This design comes from an exercise in tuning for small area on the open sky130 flow, not from production work.
The RTL was checked by simulation tests, not by an equivalence proof against the original design.
Power figures rest on the tool's default switching activity, not on a simulated workload.

==> design.v <==
`default_nettype none
package mmu_tx_regs_pkg;
        localparam int addr_w = 24;
        localparam int data_w = 32;
        localparam int id_w = 12;
        localparam int off_w = 7;
        localparam int grp_lsb = off_w;
        localparam int zero_w = addr_w - id_w - 2 - off_w;
        localparam logic [id_w-1:0] mmu_tx_cm_id = 12'h001;
        localparam int ddr_num = 4;
        localparam int beat_w = 11;
        localparam logic [beat_w-1:0] beat_init = 11'h350;
        localparam int cnt_num = 14;
        localparam logic [off_w-1:0] cfg_off = 7'h00;
        localparam logic [off_w-1:0] err_off = 7'h00;
        localparam logic [off_w-1:0] sts_pkt_sta = 7'h00;
        localparam logic [off_w-1:0] sts_hacc_sn = 7'h01;
        localparam logic [off_w-1:0] sts_ddr_rsp_sn = 7'h0c;
        localparam logic [off_w-1:0] sts_seq_info = 7'h0d;
        localparam logic [off_w-1:0] sts_beat_bd = 7'h0e;
        typedef logic [data_w-1:0] reg_word_t;
        typedef logic [beat_w-1:0] beat_t;
        typedef enum logic [1:0] {
                grp_cfg = 2'd0,
                grp_err = 2'd1,
                grp_sts = 2'd2,
                grp_cnt = 2'd3
        } reg_group_e;
        typedef struct packed {
                logic rd;
                logic wr;
                logic [addr_w-1:0] addr;
                reg_word_t wdata;
        } cpu_req_t;
        typedef struct packed {
                reg_word_t pkt_sta;
                logic [10:0] hacc_sn;
                logic [10:0] ddr_rsp_sn;
                logic [2:0] seq_info;
                beat_t online_beat;
                logic [5:0] bd_sta;
        } tx_status_t;
        typedef struct packed {
                logic [ddr_num-1:0] rsp_ok;
                logic [ddr_num-1:0] send_ok;
                logic tx2rx_bd_wen;
                logic kernel_bd_wen;
                logic ddr_rsp;
                logic rxffc_wr;
                logic inq_fifo_rd;
                logic tx_cnt;
        } cnt_event_t;
        function automatic logic blk_match(input logic [addr_w-1:0] addr);
                blk_match = (addr[addr_w-1 -: id_w] == mmu_tx_cm_id) &&
                            (addr[grp_lsb+2 +: zero_w] == '0);
        endfunction
        function automatic reg_group_e addr_group(input logic [addr_w-1:0] addr);
                addr_group = reg_group_e'(addr[grp_lsb +: 2]);
        endfunction
        function automatic logic [off_w-1:0] addr_off(input logic [addr_w-1:0] addr);
                addr_off = addr[off_w-1:0];
        endfunction
endpackage
`default_nettype wire
`default_nettype none
`timescale 1ns/1ns
module mmu_tx_ctrl_regs (
        input  wire         clk_sys,
        input  wire         rst,
        input  wire         cfg_wr,
        input  wire         err_wr,
        input  wire [31:0]  wdata,
        input  wire [31:0]  err_flags,
        output logic [10:0] online_beat,
        output logic [31:0] err_q
);
        always_ff @(posedge clk_sys or posedge rst) begin
                if (rst) begin
                        online_beat <= mmu_tx_regs_pkg::beat_init;
                end else if (cfg_wr) begin
                        online_beat <= wdata[10:0];
                end
        end
        always_ff @(posedge clk_sys or posedge rst) begin
                if (rst) begin
                        err_q <= '0;
                end else begin
                        err_q <= (err_q & ~(err_wr ? wdata : 32'd0)) | err_flags;
                end
        end
endmodule
`default_nettype wire
`default_nettype none
`timescale 1ns/1ns
module mmu_tx_cnt_bank (
        input  wire                  clk_sys,
        input  wire                  rst,
        input  wire                  cpu_wr,
        input  wire [13:0]           sel_cnt,
        input  wire [3:0]            off,
        input  wire [31:0]           wdata,
        input  wire [27:0]           wr_hi_q,
        input  wire [13:0]           events,
        input  wire                  cnt_clr,
        output logic [27:0]          rd_hi,
        output logic [3:0]           rd_lo,
        output logic                 rd_pend
);
        localparam int n = 14;
        localparam int lo_w = 4;
        localparam int hi_w = 32 - lo_w;
        logic clr;
        logic clr_d;
        logic [3:0] rot;
        logic [3:0] rot2;
        logic [n-1:0] rot_hot;
        logic [n-1:0] head;
        logic [4:0] sum_a;
        logic [4:0] sum_b;
        logic [3:0] slot;
        logic cnt_hit;
        logic [n-1:0] sel_slot;
        logic [n-1:0] ld_cnt;
        logic [n-1:0] ld_slot;
        logic [n-1:0] rd_sel_q;
        logic wr_q;
        logic [lo_w-1:0] lo_q [n];
        logic [n-1:0] pend_q;
        logic [hi_w-1:0] hi_q [n];
        logic [hi_w-1:0] hi_inc;
        logic pend_head;
        assign clr = cnt_clr;
        always_ff @(posedge clk_sys or posedge rst) begin
                if (rst) begin
                        rot <= '0;
                        clr_d <= 1'b0;
                        wr_q <= 1'b0;
                end else begin
                        if (rot == 4'd13) begin
                                rot <= '0;
                        end else begin
                                rot <= rot + 4'd1;
                        end
                        clr_d <= clr;
                        wr_q <= cpu_wr;
                end
        end
        always_comb begin
                for (int s = 0; s < n; s++) begin
                        rot_hot[s] = (rot == 4'(s));
                end
                for (int i = 0; i < n; i++) begin
                        head[i] = rot_hot[n-1-i];
                end
        end
        assign rot2 = rot + 4'd2;
        assign sum_a = {1'b0, off} + {1'b0, rot};
        assign sum_b = {1'b0, off} + {1'b0, rot2};
        assign slot = sum_b[4] ? sum_b[3:0] : sum_a[3:0];
        assign cnt_hit = |sel_cnt;
        always_comb begin
                for (int s = 0; s < n; s++) begin
                        sel_slot[s] = cnt_hit && (slot == 4'(s));
                end
                for (int s = 0; s < n; s++) begin
                        ld_slot[s] = wr_q && rd_sel_q[(s + n - 1) % n];
                end
        end
        assign ld_cnt = {n{cpu_wr}} & sel_cnt;
        always_ff @(posedge clk_sys or posedge rst) begin
                if (rst) begin
                        for (int i = 0; i < n; i++) begin
                                lo_q[i] <= '0;
                        end
                        pend_q <= '0;
                end else begin
                for (int i = 0; i < n; i++) begin
                        if (clr) begin
                                lo_q[i] <= '0;
                                pend_q[i] <= 1'b0;
                        end else if (ld_cnt[i]) begin
                                lo_q[i] <= wdata[lo_w-1:0];
                                pend_q[i] <= 1'b0;
                        end else begin
                                lo_q[i] <= lo_q[i] + lo_w'(events[i]);
                                pend_q[i] <= (events[i] && (&lo_q[i])) || (pend_q[i] && !head[i]);
                        end
                end
                end
        end
        always_comb begin
                pend_head = 1'b0;
                for (int i = 0; i < n; i++) begin
                        pend_head = pend_head | (head[i] & pend_q[i]);
                end
        end
        mmu_tx_inc #(.w(hi_w)) ring_inc_i (
                .a  (hi_q[n-1]),
                .ci (pend_head),
                .y  (hi_inc)
        );
        logic [n-1:0] hold_slot, load_slot;
        logic [hi_w-1:0] hi_prev [n];
        logic [hi_w-1:0] hi_nxt [n];
        assign hold_slot = ~ld_slot & {n{~clr_d}};
        assign load_slot = ld_slot & {n{~clr_d}};
        always_comb begin
                for (int s = 0; s < n; s++) begin
                        hi_prev[s] = (s == 0) ? hi_inc : hi_q[(s + n - 1) % n];
                        hi_nxt[s] = ({hi_w{hold_slot[s]}} & hi_prev[s]) |
                                    ({hi_w{load_slot[s]}} & wr_hi_q);
                end
        end
        always_ff @(posedge clk_sys or posedge rst) begin
                if (rst) begin
                        for (int s = 0; s < n; s++) begin
                                hi_q[s] <= '0;
                        end
                end else begin
                        for (int s = 0; s < n; s++) begin
                                hi_q[s] <= hi_nxt[s];
                        end
                end
        end
        always_comb begin
                rd_lo = '0;
                rd_pend = 1'b0;
                for (int i = 0; i < n; i++) begin
                        rd_lo = rd_lo | ({lo_w{sel_cnt[i]}} & lo_q[i]);
                        rd_pend = rd_pend | (sel_cnt[i] & pend_q[i] & !head[i]);
                end
        end
        always_ff @(posedge clk_sys) begin
                for (int s = 0; s < n; s++) begin
                        rd_sel_q[s] <= sel_slot[(s + n - 1) % n];
                end
        end
        always_comb begin
                rd_hi = '0;
                for (int s = 0; s < n; s++) begin
                        rd_hi = rd_hi | ({hi_w{rd_sel_q[s]}} & hi_q[s]);
                end
        end
endmodule
`default_nettype wire
`default_nettype none
module mmu_tx_inc #(
        parameter int w = 28
) (
        input  wire [w-1:0]  a,
        input  wire          ci,
        output logic [w-1:0] y
);
        localparam int ng = (w + 3) / 4;
        logic [ng-1:0] grp_all;
        logic [ng:0] grp_ci;
        logic [w-1:0] c;
        always_comb begin
                for (int g = 0; g < ng; g++) begin
                        grp_all[g] = 1'b1;
                        for (int k = 4*g; k < 4*g + 4 && k < w; k++) begin
                                grp_all[g] = grp_all[g] & a[k];
                        end
                end
                grp_ci[0] = ci;
                for (int g = 0; g < ng; g++) begin
                        grp_ci[g+1] = grp_ci[g] & grp_all[g];
                end
                for (int g = 0; g < ng; g++) begin
                        c[4*g] = grp_ci[g];
                        for (int k = 4*g + 1; k < 4*g + 4 && k < w; k++) begin
                                c[k] = c[k-1] & a[k-1];
                        end
                end
                y = a ^ c;
        end
endmodule
`default_nettype wire
`default_nettype none
`timescale 1ns/1ns
module mmu_tx_rd_mux (
        input  wire              clk_sys,
        input  wire              rst,
        input  wire              cpu_rd,
        input  wire              cpu_wr,
        input  wire [31:0]       cpu_wdata,
        input  wire              sel_cfg,
        input  wire              sel_err,
        input  wire [4:0]        sel_sts,
        input  wire [10:0]       online_beat,
        input  wire [31:0]       err_q,
        input  wire [31:0]       sts_pkt_sta,
        input  wire [10:0]       sts_hacc_sn,
        input  wire [10:0]       sts_ddr_rsp_sn,
        input  wire [2:0]        sts_seq_info,
        input  wire [10:0]       sts_online_beat,
        input  wire [5:0]        sts_bd_sta,
        input  wire [27:0]       cnt_hi,
        input  wire [3:0]        cnt_lo,
        input  wire              cnt_pend,
        output logic [27:0]      wr_hi_q,
        output logic [31:0]      rd_data,
        output logic             rd_valid
);
        logic [31:0] word;
        logic [31:0] word_q;
        logic pend_q;
        logic rd_q;
        always_comb begin
                word = ({32{sel_cfg}} & {21'd0, online_beat}) |
                       ({32{sel_err}} & err_q) |
                       ({32{sel_sts[0]}} & sts_pkt_sta) |
                       ({32{sel_sts[1]}} & {21'd0, sts_hacc_sn}) |
                       ({32{sel_sts[2]}} & {21'd0, sts_ddr_rsp_sn}) |
                       ({32{sel_sts[3]}} & {29'd0, sts_seq_info}) |
                       ({32{sel_sts[4]}} & {5'd0, sts_online_beat, 10'd0, sts_bd_sta});
                word = word | {28'd0, cnt_lo} | ({32{cpu_wr}} & {cpu_wdata[31:4], 4'd0});
        end
        logic [27:0] hi_sum;
        assign wr_hi_q = word_q[31:4];
        mmu_tx_inc #(.w(28)) rd_inc_i (
                .a  (word_q[31:4] | cnt_hi),
                .ci (pend_q),
                .y  (hi_sum)
        );
        always_ff @(posedge clk_sys) begin
                word_q <= word;
                pend_q <= cnt_pend;
                rd_data <= {hi_sum, word_q[3:0]};
        end
        always_ff @(posedge clk_sys or posedge rst) begin
                if (rst) begin
                        rd_q <= 1'b0;
                        rd_valid <= 1'b0;
                end else begin
                        rd_q <= cpu_rd;
                        rd_valid <= rd_q;
                end
        end
endmodule
`default_nettype wire
`default_nettype none
`timescale 1ns/1ns
module mmu_tx_regs (
        input  wire         clk_sys,
        input  wire         rst,
        input  wire         cpu_rd,
        input  wire         cpu_wr,
        input  wire [23:0]  cpu_addr,
        input  wire [31:0]  cpu_wdata,
        input  wire [31:0]  sts_pkt_sta,
        input  wire [10:0]  sts_hacc_sn,
        input  wire [10:0]  sts_ddr_rsp_sn,
        input  wire [2:0]   sts_seq_info,
        input  wire [10:0]  sts_online_beat,
        input  wire [5:0]   sts_bd_sta,
        input  wire [31:0]  err_flags,
        input  wire [13:0]  events,
        input  wire         cnt_clr,
        output wire [10:0]  online_beat,
        output wire [31:0]  rd_data,
        output wire         rd_valid
);
        localparam int cnt_num = mmu_tx_regs_pkg::cnt_num;
        logic blk;
        logic [1:0] grp;
        logic [6:0] off;
        logic off0;
        logic sel_cfg, sel_err;
        logic [4:0] sel_sts;
        logic [cnt_num-1:0] sel_cnt;
        logic rd_cfg, rd_err;
        logic [4:0] rd_sts;
        logic [27:0] wr_hi_q;
        assign blk = mmu_tx_regs_pkg::blk_match(cpu_addr);
        assign grp = cpu_addr[8:7];
        assign off = cpu_addr[6:0];
        assign off0 = (off == 7'h00);
        assign sel_cfg = blk && (grp == 2'd0) && off0;
        assign sel_err = blk && (grp == 2'd1) && off0;
        assign sel_sts[0] = blk && (grp == 2'd2) && (off == mmu_tx_regs_pkg::sts_pkt_sta);
        assign sel_sts[1] = blk && (grp == 2'd2) && (off == mmu_tx_regs_pkg::sts_hacc_sn);
        assign sel_sts[2] = blk && (grp == 2'd2) && (off == mmu_tx_regs_pkg::sts_ddr_rsp_sn);
        assign sel_sts[3] = blk && (grp == 2'd2) && (off == mmu_tx_regs_pkg::sts_seq_info);
        assign sel_sts[4] = blk && (grp == 2'd2) && (off == mmu_tx_regs_pkg::sts_beat_bd);
        assign rd_cfg = sel_cfg && !cpu_wr;
        assign rd_err = sel_err && !cpu_wr;
        assign rd_sts = sel_sts & {5{!cpu_wr}};
        always_comb begin
                for (int i = 0; i < cnt_num; i++) begin
                        sel_cnt[i] = blk && (grp == 2'd3) && (int'(off) == i);
                end
        end
        logic [31:0] err_q;
        logic [27:0] cnt_hi;
        logic [3:0] cnt_lo;
        logic cnt_pend;
        mmu_tx_ctrl_regs ctrl_regs_i (
                .clk_sys     (clk_sys),
                .rst         (rst),
                .cfg_wr      (cpu_wr && sel_cfg),
                .err_wr      (cpu_wr && sel_err),
                .wdata       (cpu_wdata),
                .err_flags   (err_flags),
                .online_beat (online_beat),
                .err_q       (err_q)
        );
        mmu_tx_cnt_bank cnt_bank_i (
                .clk_sys (clk_sys),
                .rst     (rst),
                .cpu_wr  (cpu_wr),
                .sel_cnt (sel_cnt),
                .off     (off[3:0]),
                .wdata   (cpu_wdata),
                .wr_hi_q (wr_hi_q),
                .events  (events),
                .cnt_clr (cnt_clr),
                .rd_hi   (cnt_hi),
                .rd_lo   (cnt_lo),
                .rd_pend (cnt_pend)
        );
        mmu_tx_rd_mux rd_mux_i (
                .clk_sys         (clk_sys),
                .rst             (rst),
                .cpu_rd          (cpu_rd),
                .cpu_wr          (cpu_wr),
                .cpu_wdata       (cpu_wdata),
                .sel_cfg         (rd_cfg),
                .sel_err         (rd_err),
                .sel_sts         (rd_sts),
                .online_beat     (online_beat),
                .err_q           (err_q),
                .sts_pkt_sta     (sts_pkt_sta),
                .sts_hacc_sn     (sts_hacc_sn),
                .sts_ddr_rsp_sn  (sts_ddr_rsp_sn),
                .sts_seq_info    (sts_seq_info),
                .sts_online_beat (sts_online_beat),
                .sts_bd_sta      (sts_bd_sta),
                .cnt_hi          (cnt_hi),
                .cnt_lo          (cnt_lo),
                .cnt_pend        (cnt_pend),
                .wr_hi_q         (wr_hi_q),
                .rd_data         (rd_data),
                .rd_valid        (rd_valid)
        );
endmodule
`default_nettype wire
`default_nettype none
`timescale 1ns/1ns
module mmu_tx_regs_top (
        input  wire         clk_sys,
        input  wire         rst,
        input  wire         cpu_rd,
        input  wire         cpu_wr,
        input  wire [23:0]  cpu_addr,
        input  wire [31:0]  cpu_wdata,
        input  wire [31:0]  sts_pkt_sta,
        input  wire [10:0]  sts_hacc_sn,
        input  wire [10:0]  sts_ddr_rsp_sn,
        input  wire [2:0]   sts_seq_info,
        input  wire [10:0]  sts_online_beat,
        input  wire [5:0]   sts_bd_sta,
        input  wire [31:0]  err_flags,
        input  wire [13:0]  events,
        input  wire         cnt_clr,
        output wire [10:0]  online_beat,
        output wire [31:0]  rd_data,
        output wire         rd_valid
);
        mmu_tx_regs regs_i (
                .clk_sys         (clk_sys),
                .rst             (rst),
                .cpu_rd          (cpu_rd),
                .cpu_wr          (cpu_wr),
                .cpu_addr        (cpu_addr),
                .cpu_wdata       (cpu_wdata),
                .sts_pkt_sta     (sts_pkt_sta),
                .sts_hacc_sn     (sts_hacc_sn),
                .sts_ddr_rsp_sn  (sts_ddr_rsp_sn),
                .sts_seq_info    (sts_seq_info),
                .sts_online_beat (sts_online_beat),
                .sts_bd_sta      (sts_bd_sta),
                .err_flags       (err_flags),
                .events          (events),
                .cnt_clr         (cnt_clr),
                .online_beat     (online_beat),
                .rd_data         (rd_data),
                .rd_valid        (rd_valid)
        );
endmodule
`default_nettype wire
==> flow/run.sh <==
#!/bin/bash
# Layout with the standard ORFS flow (standard.sh), changing only:
#  - the cell buffer_ports uses for the port buffers (a plain buf_2
#    instead of the default delay cell), every port is still buffered
#  - clock tree synthesis without dummy loads and with small buffers
# Each make step writes its own log under orfs/logs; make's output
# goes to standard.log in this folder.
set -euo pipefail
export BUFFER_PORTS_ARGS="-buffer_cell sky130_fd_sc_hd__buf_2"
export CTS_ARGS="-sink_clustering_enable -repair_clock_nets -dont_use_dummy_load -buf_list sky130_fd_sc_hd__clkbuf_8 -sink_clustering_size 16 -sink_clustering_max_diameter 60"
bash standard.sh finish > standard.log 2>&1
==> standard.sh <==
#!/bin/bash
# synth_recipe.tcl (not shown) runs the flow's synth.tcl, then flattens the netlist and writes it again
# the make line also repeats each setting of config.mk as NAME=value (left out here)
make -C /OpenROAD-flow-scripts/flow DESIGN_CONFIG=/design/flow/config.mk WORK_HOME=/design/flow/orfs CLKGATE_MAP_FILE= SYNTH_SCRIPT=/design/flow/synth_recipe.tcl "${@:-finish}"
==> config.mk <==
export PLATFORM = sky130hd
export DESIGN_NAME = mmu_tx_regs_top
export DESIGN_NICKNAME = mmu_tx_regs_top
export VERILOG_FILES = /design/flow/design.v
export SDC_FILE = /design/flow/constraint.sdc
export NUM_CORES = 4
export LEC_CHECK = 0
export CAP_MARGIN = 20
export CORE_MARGIN = 2
export CORE_UTILIZATION = 40
export GPL_TIMING_DRIVEN = 0
export SLEW_MARGIN = 20
==> constraint.sdc <==
create_clock -name core_clock -period 4.0 [get_ports {clk_sys}]
set_input_delay 0.8000 -clock core_clock [delete_from_list [all_inputs] [get_ports {clk_sys}]]
set_output_delay 0.8000 -clock core_clock [all_outputs]
set_load 0.01 [all_outputs]
==> parameters.txt, run 1 <==
Parameter                              Value

Outcome
  Outcome    finished clean

Cells and area
  Filler cell count in the final layout    6119
  Combined area of the multi-input logic cells    11200 um^2
  Total area of sequential cells    14400 um^2
  Util after Layout    45.5%
  Final layout net count    2838
  Fraction of final layout cells with drive strength greater than 1    16.9%
  Area added between synthesis and finish    12.9%

Timing
  Period minus WS final    3.85 ns
  Worst slew margin relative to its limit    19.3%
  Final-report max-slew violation count    0
  Slew at the pin closest to its max-slew limit    1.21 ns
  Maximum clock frequency    0.260 GHz
  RSZ-0062 raised after global routing    no
  Final setup skew    0.125 ns
  Final Cycle Share    96.3%
  Final setup violation count    0
  Final hold vios    0

Yosys
  Mapped Area    26500 um^2
  Synthesis warning total    13
  Synth Area per Inst    11.6 um^2
  Main flop type after synthesis    sky130_fd_sc_hd__dfrtp_1
  Portion of the post-synthesis area used by sequential elements    54.5%
  Number of enable flip-flop cells after synthesis    0
  Cell count after synthesis    2285
  Post-Syn Nets    2545
  Count of state elements after synthesis    592
  Unique cell type count in the Yosys netlist    68
  Share of synthesized registers carrying an async set or reset    86.7%

Critical path
  Critical path class    flop to flop
  Data arrival time of the critical path    4.37 ns
  Critical Path Max Stage Delay    0.54 ns
  Crit path max fanout    10
  Cell mode on critical path    sky130_fd_sc_hd__ha_1
  Total buffers and inverters traversed by the critical path    2
  Required time at the endpoint of the critical path    4.52 ns
  CP delay by family, top    simple AND/OR/NAND/NOR gates
  Sequence of cells on the critical path    buf_2 -> buf_2 -> a22oi_1 -> nand4_1 -> and4b_1 -> nand3_2 -> nor3_2 -> ha_1 -> ha_1 -> ha_1 -> xnor2_1
  Cell type of the slowest stage on the worst timing path    sky130_fd_sc_hd__and4b_1
  Startpoint class of the critical path    flop
  Crit. End Element    flop

Clock network
  Setup bufs post-CTS    0
  Clock slew seen by the registers of the worst setup and hold paths    0.09 ns
  Number of buffers created by CTS    51
  Number of clock sinks seen by CTS    592
  CTS tree    built
  Buffer depth of the longest clock path    3
  Count of hold-fix buffers inserted at cts    0
  Clk root buf    sky130_fd_sc_hd__clkbuf_8
  CTS HTree Levels    2
  Clk Latency, worst-skew pair    0.74 ns

GRT
  Via count of the first global-routing pass    22900
  First-pass GRT wire length    153 mm
  Largest net degree at the start of global routing    37
  Initial antenna violation count    1
  Overall global routing resource usage    30.6%
  Total overflow reported by the global router    0

Drt
  1st-pass router iterations    7
  Final routed wirelength across all metal layers    105 mm
  Detail Route Antenna Nets    0
  Detailed-route via count    22600
  Post-detailed-route DRC marker count    0
  Via-to-Cell Ratio    6.55
  Routed wire length per instance    30.6 um
  Violation count after the first detailed-routing iteration    3069

Power
  Total leakage power    13.7 nW
  Net switching fraction of the power    26.5%
  Power Internal    7.42 mW
  Sw Pwr    2.68 mW
  Power per cell area    338 nW/um^2
  PnR Total Power    10.1 mW
  Largest vdd supply drop    0.232 mV
  Proportion of power drawn by combinational gates    8.0%
  Register share of total power    60.6%
  Clk network pwr share    31.4%

Floorplan
  Site Rows    94
  Number of top-level pins    225
  Total core area    65600 um^2
  Die X-Extent    261 um
  Die Y-Extent    261 um
  Initial cell density of the core    40.3%
  Die Outline Area    68200 um^2

Placed design
  Estimated wirelength of the detail-placed design    72.3 mm
  # port buffers    222
  GP Congestion    0.968

Min path
  Worst hold path class    input port to asynchronous set/reset pin

Flow run
  Count of max-cap constraint violations    0
routing by layer:
layer / vias to the layer above / global-route usage [%] / wire [um]
li1: 9254 / - / -
met1: 11400 / 41.2 / 42500
met2: 1602 / 45.7 / 45800
met3: 294 / 9.90 / 12600
met4: 0 / 12.3 / 4350
met5: - / 0.556 / 0
power groups by stage:
stage | Sequential, mW | Clock [mW] | Combinational (mW)
floorplan | 6.21 | 0 | 0.389
global placement | 6.24 | 0 | 0.732
detailed placement | 6.23 | 0 | 0.799
CTS | 6.11 | 3.21 | 0.802
global route | 6.12 | 3.42 | 0.873
finish | 6.12 | 3.17 | 0.812
metrics by stage:
step / hold slack (ns) / setup WS, ns / cell area [um^2] / std cells / TNS, ns
final: 0.0552 / 0.149 / 29900 / 3442 / 0
after global routing: 0.0532 / 0.00535 / 29800 / 3441 / 0
after CTS: 0.0301 / 0.00858 / 29800 / 3440 / 0
after detailed placement: 0.313 / -0.473 / 29100 / 3389 / -1.38
after global placement: 0.318 / -6.74 / 28600 / 3371 / -3402.89
after floorplan: 0.310 / -3.76 / 26500 / 2285 / -1922.66
worst reg2reg max path, cell delays in order, from the launching register on:
cell and delay [ns]:
sky130_fd_sc_hd__dfxtp_1 0.45, sky130_fd_sc_hd__buf_2 0.43, sky130_fd_sc_hd__buf_2 0.51, sky130_fd_sc_hd__a22oi_1 0.13, sky130_fd_sc_hd__nand4_1 0.22, sky130_fd_sc_hd__and4b_1 0.54, sky130_fd_sc_hd__nand3_2 0.30, sky130_fd_sc_hd__nor3_2 0.38
sky130_fd_sc_hd__ha_1 0.23, sky130_fd_sc_hd__ha_1 0.17, sky130_fd_sc_hd__ha_1 0.16, sky130_fd_sc_hd__xnor2_1 0.14
registers in the layout, summed over array words and instances, names as in the netlist:
| register | flops |
|---|---|
| regs_i.cnt_bank_i.rot | 4 |
| regs_i.cnt_bank_i.lo_q | 56 |
| regs_i.rd_mux_i.rd_q | 1 |
| regs_i.cnt_bank_i.hi_q | 392 |
| regs_i.cnt_bank_i.wr_q | 1 |
| regs_i.cnt_bank_i.clr_d | 1 |
| regs_i.rd_mux_i.rd_data | 32 |
| regs_i.rd_mux_i.rd_valid | 1 |
| regs_i.rd_mux_i.word_q | 32 |
| regs_i.rd_mux_i.pend_q | 1 |
| regs_i.ctrl_regs_i.online_beat | 11 |
| regs_i.cnt_bank_i.rd_sel_q | 14 |
| regs_i.ctrl_regs_i.err_q | 32 |
| regs_i.cnt_bank_i.pend_q | 14 |
placed cells by master, fill, tap and decap left out, types with 6 or more instances in the layout:
cell type,Yosys,layout
sky130_fd_sc_hd__o21ai_0,36,36
sky130_fd_sc_hd__nor3_2,5,6
sky130_fd_sc_hd__nor2b_1,7,7
sky130_fd_sc_hd__a22o_1,398,398
sky130_fd_sc_hd__and3_1,15,15
sky130_fd_sc_hd__a32oi_1,7,7
sky130_fd_sc_hd__a222oi_1,30,30
sky130_fd_sc_hd__nand2b_1,9,9
sky130_fd_sc_hd__inv_1,20,19
sky130_fd_sc_hd__and2_1,21,21
sky130_fd_sc_hd__mux2_2,24,24
sky130_fd_sc_hd__dfrtp_1,509,509
sky130_fd_sc_hd__a21o_1,33,33
sky130_fd_sc_hd__buf_2,52,271
sky130_fd_sc_hd__a21oi_1,54,40
sky130_fd_sc_hd__nand2_1,133,133
sky130_fd_sc_hd__and3b_1,6,6
sky130_fd_sc_hd__xor2_1,23,23
sky130_fd_sc_hd__o21a_1,8,8
sky130_fd_sc_hd__nand4b_1,7,7
sky130_fd_sc_hd__clkbuf_8,0,51
sky130_fd_sc_hd__clkbuf_1,108,102
sky130_fd_sc_hd__buf_4,5,7
sky130_fd_sc_hd__nor2_1,89,89
sky130_fd_sc_hd__a22oi_1,179,179
sky130_fd_sc_hd__buf_12,0,14
sky130_fd_sc_hd__buf_1,31,25
sky130_fd_sc_hd__dfxtp_1,79,79
sky130_fd_sc_hd__clkbuf_2,0,9
sky130_fd_sc_hd__and4_1,9,9
sky130_fd_sc_hd__mux2i_1,54,54
sky130_fd_sc_hd__nor3_1,24,23
sky130_fd_sc_hd__a21oi_2,0,14
sky130_fd_sc_hd__nand3_1,81,80
sky130_fd_sc_hd__ha_1,77,77
sky130_fd_sc_hd__xnor2_1,26,26
sky130_fd_sc_hd__or3_1,6,6
sky130_fd_sc_hd__nand4_1,34,34
sky130_fd_sc_hd__a211oi_1,12,12
sky130_fd_sc_hd__o22ai_1,11,11
final timing paths:
check	startpoint	end	slack [ns]	cells after the start
max	regs_i.cnt_bank_i.rd_sel_q[13]	regs_i.rd_mux_i.rd_data[31]	0.15	11
min	rst	regs_i.cnt_bank_i.lo_q[4][1]	0.06	2
max reg2reg	regs_i.cnt_bank_i.rd_sel_q[13]	regs_i.rd_mux_i.rd_data[31]	0.15	11
min reg2reg	regs_i.rd_mux_i.word_q[0]	regs_i.rd_mux_i.rd_data[0]	0.34	0
max in group asynchronous	rst	regs_i.ctrl_regs_i.err_q[20]	2.16	9
min in group core_clock	err_flags[15]	regs_i.ctrl_regs_i.err_q[15]	0.26	2
cell usage after synthesis, types with 9 or more instances:
| library cell | number | area share, % |
|---|---|---|
| sky130_fd_sc_hd__nand2_1 | 133 | 1.9 |
| sky130_fd_sc_hd__a22o_1 | 398 | 13 |
| sky130_fd_sc_hd__dfrtp_1 | 509 | 48 |
| sky130_fd_sc_hd__and3_1 | 15 | 0.35 |
| sky130_fd_sc_hd__a21oi_1 | 54 | 1.0 |
| sky130_fd_sc_hd__a211oi_1 | 12 | 0.34 |
| sky130_fd_sc_hd__clkbuf_1 | 108 | 1.5 |
| sky130_fd_sc_hd__buf_2 | 52 | 0.98 |
| sky130_fd_sc_hd__xor2_1 | 23 | 0.76 |
| sky130_fd_sc_hd__o22ai_1 | 11 | 0.26 |
| sky130_fd_sc_hd__ha_1 | 77 | 3.6 |
| sky130_fd_sc_hd__mux2i_1 | 54 | 2.0 |
| sky130_fd_sc_hd__xnor2_1 | 26 | 0.86 |
| sky130_fd_sc_hd__nand4_1 | 34 | 0.80 |
| sky130_fd_sc_hd__nor3_1 | 24 | 0.45 |
| sky130_fd_sc_hd__a222oi_1 | 30 | 1.1 |
| sky130_fd_sc_hd__nand3_1 | 81 | 1.5 |
| sky130_fd_sc_hd__mux2_2 | 24 | 1.0 |
| sky130_fd_sc_hd__dfxtp_1 | 79 | 6.0 |
| sky130_fd_sc_hd__inv_1 | 20 | 0.28 |
| sky130_fd_sc_hd__and4_1 | 9 | 0.30 |
| sky130_fd_sc_hd__o21ai_0 | 36 | 0.68 |
| sky130_fd_sc_hd__nor2_1 | 89 | 1.3 |
| sky130_fd_sc_hd__buf_1 | 31 | 0.44 |
| sky130_fd_sc_hd__a21o_1 | 33 | 0.94 |
| sky130_fd_sc_hd__and2_1 | 21 | 0.50 |
| sky130_fd_sc_hd__nand2b_1 | 9 | 0.21 |
| sky130_fd_sc_hd__a22oi_1 | 179 | 5.1 |
area by class of cell:
class | instances | area share (%)
clock buffers | 51 | 2.35
repair buffers | 240 | 5.03
inverters | 20 | 0.264
diodes | 2 | 0.0168
well taps | 864 | 3.62
flip-flops and latches | 592 | 48.3
plain buffers | 201 | 3.03
multi-input cells | 1472 | 37.4
logic make-up after synthesis:
kind of cell,synth area share [%]
and+or+nand+nor,9.50
muxes,3.36
buffers and inverters,3.59
AOI/OAI and AO/OA,23.6
DFF,54.5
adders and majority gates,3.79
xor gates and xnor gates,1.62
repair_timing:
item,4_1_cts,5_1_grt
pin swaps,0,0
gates resized for setup,13,19
setup endpoints to repair,8,2
==> run 2: changes to the inputs <==
--- a/flow/run.sh
+++ b/flow/run.sh
@@ -2,3 +2,3 @@
 # Layout with the standard ORFS flow (standard.sh), changing only:
-#  - the cell buffer_ports uses for the port buffers (a plain buf_2
+#  - the cell buffer_ports uses for the port buffers (a plain buf_1
 #    instead of the default delay cell), every port is still buffered
@@ -8,3 +8,3 @@
 set -euo pipefail
-export BUFFER_PORTS_ARGS="-buffer_cell sky130_fd_sc_hd__buf_2"
+export BUFFER_PORTS_ARGS="-buffer_cell sky130_fd_sc_hd__buf_1"
 export CTS_ARGS="-sink_clustering_enable -repair_clock_nets -dont_use_dummy_load -buf_list sky130_fd_sc_hd__clkbuf_8 -sink_clustering_size 16 -sink_clustering_max_diameter 60"
==> run 2 against run 1 <==
Still clean on timing, DRC and antenna. Global-route usage down 0.18 points. Non-clock buffer count did not move. Utilization is 0.45 points lower. Clock power is essentially flat. Register-to-register slack worse by 0.07 ns. Sequential share of layout area is 0.48 points higher. Synthesized cell count unchanged. Via count fell by 1.2%. Final cell count barely moved. Hold slack improved by 0.14 ns. Sequential cell count stayed put. Combinational power decreased by 4.1%. Largest power group unchanged. Highest routed layer is now met5.
==> parameters.txt, run 2 <==
Parameter                              Value

Yosys
  Number of enable flip-flop cells after synthesis    0 (unchanged)
  Mapped Area    26500 um^2 (unchanged)
  Post-Syn Nets    2545 (unchanged)
  Unique cell type count in the Yosys netlist    68 (unchanged)
  Synthesis warning total    13 (unchanged)
  Top post-synthesis cells by count    sky130_fd_sc_hd__dfrtp_1 (509), sky130_fd_sc_hd__a22o_1 (398), sky130_fd_sc_hd__a22oi_1 (179)
  Fraction of synthesized cell area taken by the top area cell type    48.2% (unchanged)
  Share of synthesized registers carrying an async set or reset    86.7% (unchanged)
  Most frequent cell after synthesis    sky130_fd_sc_hd__dfrtp_1
  Main flop type after synthesis    sky130_fd_sc_hd__dfrtp_1
  Largest cells by area after synthesis    sky130_fd_sc_hd__dfrtp_1 (48%), sky130_fd_sc_hd__a22o_1 (13%), sky130_fd_sc_hd__dfxtp_1 (6.0%), sky130_fd_sc_hd__a22oi_1 (5.1%), sky130_fd_sc_hd__ha_1 (3.6%)
  Cell count after synthesis    2285 (unchanged)
  Count of state elements after synthesis    592 (unchanged)
  Synth Area per Inst    11.6 um^2 (unchanged)
  Portion of the post-synthesis area used by sequential elements    54.5% (unchanged)
  Yosys top cell by area    sky130_fd_sc_hd__dfrtp_1

Power
  Power per cell area    340 nW/um^2 (+0.41%)
  Largest vdd supply drop    0.291 mV (+26%)
  Total leakage power    13.0 nW (-4.9%)
  PnR Total Power    10.0 mW (-0.58%)

Critical path
  Crit path max fanout    10 (unchanged)
  Critical path class    flop to flop
  Crit. End Element    flop
  Cell mode on critical path    sky130_fd_sc_hd__ha_1
  Required time at the endpoint of the critical path    4.53 ns (about the same)
  Critical Path Max Stage Delay    0.59 ns (+0.05 ns)
  Reg-to-Reg Start    regs_i.cnt_bank_i.rd_sel_q[10]
  CP delay by family, top    buffers and inverters
  Setup slack, reg-to-reg    0.08 ns (-0.07 ns)
  Sequence of cells on the critical path    buf_2 -> clkdlybuf4s18_2 -> a22oi_1 -> nand4_1 -> o2111a_1 -> nand3_2 -> nor3_2 -> ha_1 -> ha_1 -> ha_1 -> xnor2_1
  Reg2reg end    regs_i.rd_mux_i.rd_data[31]
  Startpoint class of the critical path    flop
  Total buffers and inverters traversed by the critical path    2 (unchanged)
  Data arrival time of the critical path    4.45 ns (+0.08 ns)
  Number of cells on the worst reg-to-reg path    11 (unchanged)
  Cell type of the slowest stage on the worst timing path    sky130_fd_sc_hd__clkdlybuf4s18_2

GRT
  Overall global routing resource usage    30.4% (-0.18 points)
  Total overflow reported by the global router    0 (unchanged)
  Initial antenna violation count    2 (+1)
  Via count of the first global-routing pass    22500 (-1.7%)
  Met1 track demand over resource in global routing    41.5% (+0.27 points)
  Largest net degree at the start of global routing    35 (-5.4%)
  Met3 global-route usage    8.68% (-1.2 points)
  Fraction of met2 tracks used by global routing    45.9% (+0.15 points)
  Most congested layer reported by global routing    met2
  First-pass GRT wire length    152 mm (-0.64%)

Drt
  1st-pass router iterations    8 (+1)
  Detailed-route via count    22300 (-1.2%)
  Final routed wirelength across all metal layers    105 mm (-0.69%)
  Routed wire length per instance    30.4 um (-0.63%)
  Violation count after the first detailed-routing iteration    2650 (-14%)
  Post-detailed-route DRC marker count    0 (unchanged)
  Via-to-Cell Ratio    6.48 (-1.1%)
  Detail Route Antenna Nets    0 (unchanged)

Clock network
  Number of buffers created by CTS    50 (-2.0%)
  CTS HTree Levels    2 (unchanged)
  Setup bufs post-CTS    0 (unchanged)
  CTS tree    built
  Buffer depth of the longest clock path    3 (unchanged)
  Clock slew seen by the registers of the worst setup and hold paths    0.10 ns (about the same)
  Clk root buf    sky130_fd_sc_hd__clkbuf_8
  Number of clock sinks seen by CTS    592 (unchanged)
  Clk Latency, worst-skew pair    0.73 ns (about the same)

Placed design
  # port buffers    222 (unchanged)
  GP Congestion    0.958 (-0.97%)
  Placed cell area    28800 um^2 (-1.0%)
  Pre-CTS setup slack    -0.449 ns (+0.0243 ns)
  Estimated wirelength of the detail-placed design    71.9 mm (-0.52%)

Min path
  Worst hold path class    input port to asynchronous set/reset pin

Cells and area
  Leading registers by flop count    regs_i.cnt_bank_i.hi_q x392, regs_i.cnt_bank_i.lo_q x56
  Most frequent cells in the layout    sky130_fd_sc_hd__dfrtp_1 (509), sky130_fd_sc_hd__a22o_1 (398), sky130_fd_sc_hd__buf_1 (248)
  Filler cell count in the final layout    6251 (+2.2%)
  Util after Layout    45.0% (-0.45 points)
  Design Area, Final    29600 um^2 (-0.98%)
  Fraction of final layout cells with drive strength greater than 1    8.12% (-8.8 points)
  Most common library cell in the layout ignoring fill and taps    sky130_fd_sc_hd__dfrtp_1
  Area added between synthesis and finish    11.7%
  Most flops, register    regs_i.cnt_bank_i.hi_q
  Largest register FFs    392 (unchanged)
  Final layout net count    2837 (-0.035%)

Floorplan
  Site Rows    94 (unchanged)
  Total core area    65600 um^2 (unchanged)
  Die Outline Area    68200 um^2 (unchanged)
  Die Y-Extent    261 um (unchanged)
  Die X-Extent    261 um (unchanged)
  Number of top-level pins    225 (unchanged)
  Initial cell density of the core    40.3% (unchanged)

Timing
  Worst slew margin relative to its limit    21.2% (+1.9 points)
  Final-report max-slew violation count    0 (unchanged)
  Summed negative setup slack over all endpoints    0 ns (unchanged)
  Final Cycle Share    98.0% (+1.7 points)
  Final hold vios    0 (unchanged)
  Slew at the pin closest to its max-slew limit    1.18 ns (-0.0285 ns)
  Period minus WS final    3.92 ns (+0.0693 ns)
  Least setup slack across all paths after layout    0.0799 ns (-0.0693 ns)
  Final setup skew    0.116 ns (-0.00848 ns)
  Final setup violation count    0 (unchanged)
  Maximum clock frequency    0.255 GHz (-1.8%)

Flow run
  Count of max-cap constraint violations    0 (unchanged)

Outcome
  Outcome    finished clean
[run 2: cell counts after synthesis]
No cell type changed its count.
[run 2: worst max-delay path by stage]
stage,startpoint,end,slack [ns],depth (start not counted)
after floorplan,rst,regs_i.cnt_bank_i.clr_d,-3.76,1
after global placement,rst,regs_i.ctrl_regs_i.err_q[14],-6.77,2
after detailed placement,regs_i.cnt_bank_i.rd_sel_q[8],regs_i.rd_mux_i.rd_data[31],-0.45,11
after CTS,regs_i.cnt_bank_i.rd_sel_q[6],regs_i.rd_mux_i.rd_data[31],0.11,12
after global routing,regs_i.cnt_bank_i.rd_sel_q[9],regs_i.rd_mux_i.rd_data[31],-0.006,12
final,regs_i.cnt_bank_i.rd_sel_q[10],regs_i.rd_mux_i.rd_data[31],0.08,11
[run 2: area by class of cell]
cell class	count	area [um^2]	area share, %
Inverter	20	78.8	0.267
Clock buffer	50	688	2.33
Buffer	201	921	3.12
Sequential cell	592	14400	48.8
Multi-Input combinational cell	1472	11100	37.7
Tap cell	864	1080	3.66
Antenna cell	1	2.50	0.00847
Timing Repair Buffer	240	1220	4.11
[run 2: report_power, final]
part	switching [mW]	total [mW]	internal [mW]
registers	0.0871	6.12	6.03
logic	0.554	0.779	0.225
clock network	2.03	3.14	1.11
total	2.67	10.0	7.37
[run 2: metal layers]
layer	share of wire (%)	wire length (um)
met2	44	46100
met1	40	42300
met4	4.0	4180
met3	12	12000
met5	0.014	15
[run 2: cells by family (layout without fill, tap and decap cells)]
kind of cell               count (synthesis)  count (layout)  share of synthesized area (%)
adders and majority gates                 79              79                           3.79
muxes                                     82              82                           3.36
AOI/OAI and AO/OA                        784             784                           23.6
buffers and inverters                    221             511                           3.59
DFF                                      592             592                           54.5
other                                      0               1                              0
xor gates and xnor gates                  49              49                           1.62
and+or+nand+nor                          478             478                           9.50
[run 2: timing repair]
| item | CTS | global route |
|---|---|---|
| endpoints found under the setup margin | 6 | 1 |
| endpoints found under the hold margin | 0 | 0 |
| cloned | 0 | 0 |
| gates resized for setup | 14 | 11 |
| hold buffers | 0 | 0 |
[run 2: worst register-to-register path: cells and delay by family (launching register included)]
family                   cells  cell delay (ns)
buffers and inverters        2             1.06
AO/OA/AOI/OAI                2             0.51
AND/OR/NAND/NOR              3             0.92
flip-flops                   1             0.50
adder cells (fa/ha/maj)      3             0.58
XOR/XNOR                     1             0.15
[run 2: metrics by stage]
| step | cells | hold slack [ns] |
|---|---|---|
| floorplan | 2285 | 0.310 |
| global route | 3440 | 0.222 |
| detailed placement | 3389 | 0.319 |
| global placement | 3371 | 0.315 |
| finish | 3440 | 0.197 |
| CTS | 3439 | 0.169 |

==> re-timing with driven ports <==
How much do the figures lean on ideal ports? The routed layouts below were timed once more, with nothing changed but the port constraints.
Step 1 (the two cells are an assumption about what drives the block):
set clk [get_ports {clk_sys}]
set_driving_cell -lib_cell sky130_fd_sc_hd__clkbuf_16 $clk
set_driving_cell -lib_cell sky130_fd_sc_hd__buf_2 [delete_from_list [all_inputs] $clk]
Step 2, shift: input delay + t, output delay - t, t = (earliest + latest rising clock arrival at the registers) / 2. This alone moves slack from input paths to output paths.
Slacks: ideal / step 1 / step 2; pairs: ideal / step 1.
| run | shift t [ns] | setup slack, ns | hold WS [ns] | worst setup path after step 2 | worst data-port slew with drivers (ns) |
|---|---|---|---|---|---|
| run 1 | 0.733 | 0.149 / 0.149 / -0.017 | 0.055 / 0.014 / 0.342 | input to register | 0.08 |
| run 2 | 0.742 | 0.080 / 0.080 / -0.134 | 0.197 / 0.151 / 0.334 | input to register | 0.08 |
Met with ideal ports but missed after step 2: setup timing in run 1 and run 2. The setup slack of run 2, which loses most, moves by 0.000 ns with the drivers and by -0.214 ns with both steps.
